This design comes from an exercise in tuning for small area and a short achievable clock period on the open sky130 flow, not from production work.
The RTL was checked by simulation tests, not by an equivalence proof against the original design.
The clock port is modelled as an ideal driver; clocking choices that lean on that would not hold on a real chip.
No activity file was given, so power comes from the tool's default toggle rates.

## v6
## neuron_mac
module neuron_mac #(
    parameter int BITS       = 32,
    parameter int NUM_INPUTS = 3,
    parameter int W_BITS     = 16,
    parameter int B_BITS     = 32
) (
    input  logic                     clk,
    input  logic                     rst,
    input  logic                     start,
    input  logic                     in_valid,
    output logic                     in_ready,
    input  logic signed [BITS-1:0]   x_in,
    input  logic                     w_we,
    input  logic [7:0]               w_addr,
    input  logic signed [W_BITS-1:0] w_data,
    input  logic                     bias_we,
    input  logic signed [B_BITS-1:0] bias_data,
    output logic [BITS+24:0]         mult_sum_out,
    output logic [31:0]              counter,
    output logic                     out_valid
);
    localparam int W = 49;
    localparam logic [1:0] IDLE = 2'd0, ACC = 2'd1, BIAS = 2'd2, DONE = 2'd3;
    logic [1:0]    state_q, state_d;
    logic [1:0]    cnt_q;
    logic [15:0]   w0_q, w1_q, w2_q;
    logic [31:0]   bias_q, bias_d;
    logic [W-1:0]  sum_q, init;
    logic [W-1:0]  acc_s;           
    logic [5:0]   acc_cb, cb_d, sum_cb;  
    logic [5:0]   ao_d, sum_ao;  
    logic [6:1]   cin;
    logic [W-1:0]  res;
    logic [W-1:0]  acc_d, tr_a, tr_b;
    logic [31:0]   x_q;
    logic [7:0]    neg_q, one_q, two_q;
    logic          act_q;
    logic          first_q;          
  ...
Size: about 1900 cells after synthesis, about 190 I/O pins, ~22000 um^2 of cells after synthesis.
export LEC_CHECK = 0
export CAP_MARGIN = 20
export CORE_MARGIN = 2
export CORE_UTILIZATION = 45
export CTS_CLUSTER_DIAMETER = 100
export CTS_CLUSTER_SIZE = 30
export SLEW_MARGIN = 20
export SYNTH_HIERARCHICAL = 1
create_clock -name core_clock -period 11.0 [get_ports {clk}]
standard.sh (not shown) runs the stock make flow with config.mk's settings and CLKGATE_MAP_FILE= SYNTH_SCRIPT=/design/flow/synth_recipe.tcl, a recipe that flattens the netlist after the stock synthesis.
==> flow/flow/run.sh <==
#!/bin/bash
# Own flow: the standard layout (standard.sh, with the standard synthesis unchanged), with
#  - every port still buffered by buffer_ports, with a plain buffer cell instead of the delay
#    buffer it picks by default;
#  - after CTS, flow/skew.tcl (POST_CTS_TCL hook) clocks the multiplier's launch registers from
#    buffers on the clock root, so their clock arrives earlier (skew for internal paths only).
# make's full output goes to make_finish.log; each ORFS step logs to orfs/logs/.
set -euo pipefail
MARGIN=7
TNS=10
BUFCELL=sky130_fd_sc_hd__buf_1
bash standard.sh SETUP_SLACK_MARGIN=$MARGIN TNS_END_PERCENT=$TNS \
  "BUFFER_PORTS_ARGS=-buffer_cell $BUFCELL" "POST_CTS_TCL=$PWD/flow/skew.tcl" \
  finish > make_finish.log 2>&1
Other scripts of this flow, unchanged in this note and not shown: flow/flow/skew.tcl
Having completed the whole flow, v6 delivered a layout that passed the timing, DRC and antenna checks.
Inputs modified between v6 and v7:
- CTS_CLUSTER_SIZE now 40, was 30
- CTS_CLUSTER_DIAMETER now 120, was 100
-- flow/flow/run.sh --
<<< v6, line 8
set -euo pipefail
MARGIN=7
TNS=10
BUFCELL=sky130_fd_sc_hd__buf_1
bash standard.sh SETUP_SLACK_MARGIN=$MARGIN TNS_END_PERCENT=$TNS \
>>> v7, line 8
set -euo pipefail
MARGIN=7
TNS=100
BUFCELL=sky130_fd_sc_hd__buf_1
bash standard.sh SETUP_SLACK_MARGIN=$MARGIN TNS_END_PERCENT=$TNS \
--- outcome ---
- Summary of v7 over v6: final cell area excluding filler cells picked up an extra 9.2%, power density of the placed cells went up about 2.3%, sequential power comparable.
- The power in v7 was higher than what v6 gave.
- Number of buffers and inverters on the critical path: v7 and v6 compared, higher one is v6
- v7: area added between synthesis and finish higher than v6
- Last weighted congestion value of the routability-driven placer, v7 and v6: lower on v7
- Cell count: v7 vs v6 up 66

========
Starting RTL as in the previous note.
clock: 11.0 ns
lec_check: 0
cap_margin: 20
core_margin: 2
core_utilization: 55
slew_margin: 20
synth_hierarchical: 1
==> flow/flow/run.sh <==
#!/bin/bash
# Own flow: the standard layout (standard.sh, with the standard synthesis unchanged), with
#  - every port still buffered by buffer_ports, with a plain buffer cell instead of the delay
#    buffer it picks by default;
#  - after CTS, flow/skew.tcl (POST_CTS_TCL hook) clocks the multiplier's launch registers from
#    buffers on the clock root, so their clock arrives earlier (skew for internal paths only).
# make's full output goes to make_finish.log; each ORFS step logs to orfs/logs/.
set -euo pipefail
MARGIN=7
TNS=10
BUFCELL=sky130_fd_sc_hd__buf_1
bash standard.sh SETUP_SLACK_MARGIN=$MARGIN TNS_END_PERCENT=$TNS \
  "BUFFER_PORTS_ARGS=-buffer_cell $BUFCELL" "POST_CTS_TCL=$PWD/flow/skew.tcl" \
  finish > make_finish.log 2>&1
Other scripts of this flow, unchanged in this note and not shown: flow/flow/skew.tcl
Rerun with:
- CORE_UTILIZATION: 55 -> 45
- The changed run finished clean
- first-iteration DRC count went down by 19%
- cell area went up by 1.0%
- clock skew went down by 0.0070 ns
- power went up by 0.35%
- wire length went up by 0.54%
- via count went up by 0.43%
- worst hold slack got worse by 0.0075 ns
- flip-flop and latch count stays the same
- synthesized area stays the same

-- afterwards: timing with drivers on the ports --
How much do the figures lean on ideal ports? The routed layouts below were timed once more, with nothing changed but the port constraints.
Step 1 (the two cells are an assumption about what drives the block):
set clk [get_ports {clk}]
set_driving_cell -lib_cell sky130_fd_sc_hd__clkbuf_16 $clk
set_driving_cell -lib_cell sky130_fd_sc_hd__buf_2 [delete_from_list [all_inputs] $clk]
Step 2, shift: input delay + t, output delay - t, t = (earliest + latest rising clock arrival at the registers) / 2. This alone moves slack from input paths to output paths.
Three values: ideal, step 1, step 2; two values: the first two.
run	t (ns)	slack for setup (ns)	hold WS [ns]	latest minus earliest clock arrival (ns)	pins driven straight from the clock port
v6	0.526	6.404 / 6.347 / 6.526	0.490 / 0.490 / 0.490	0.255 / 0.255	1
v7	0.530	6.408 / 6.349 / 6.600	0.483 / 0.483 / 0.483	0.253 / 0.253	1
the first run of note 2	0.562	6.253 / 6.195 / 6.481	0.490 / 0.490 / 0.490	0.322 / 0.322	1
the second run of note 2	0.550	6.348 / 6.291 / 6.545	0.482 / 0.482 / 0.482	0.314 / 0.314	1
Clock arrivals are far apart in the first run of note 2 and the second run of note 2, so t is only a midpoint there and step 2 fits no single register.
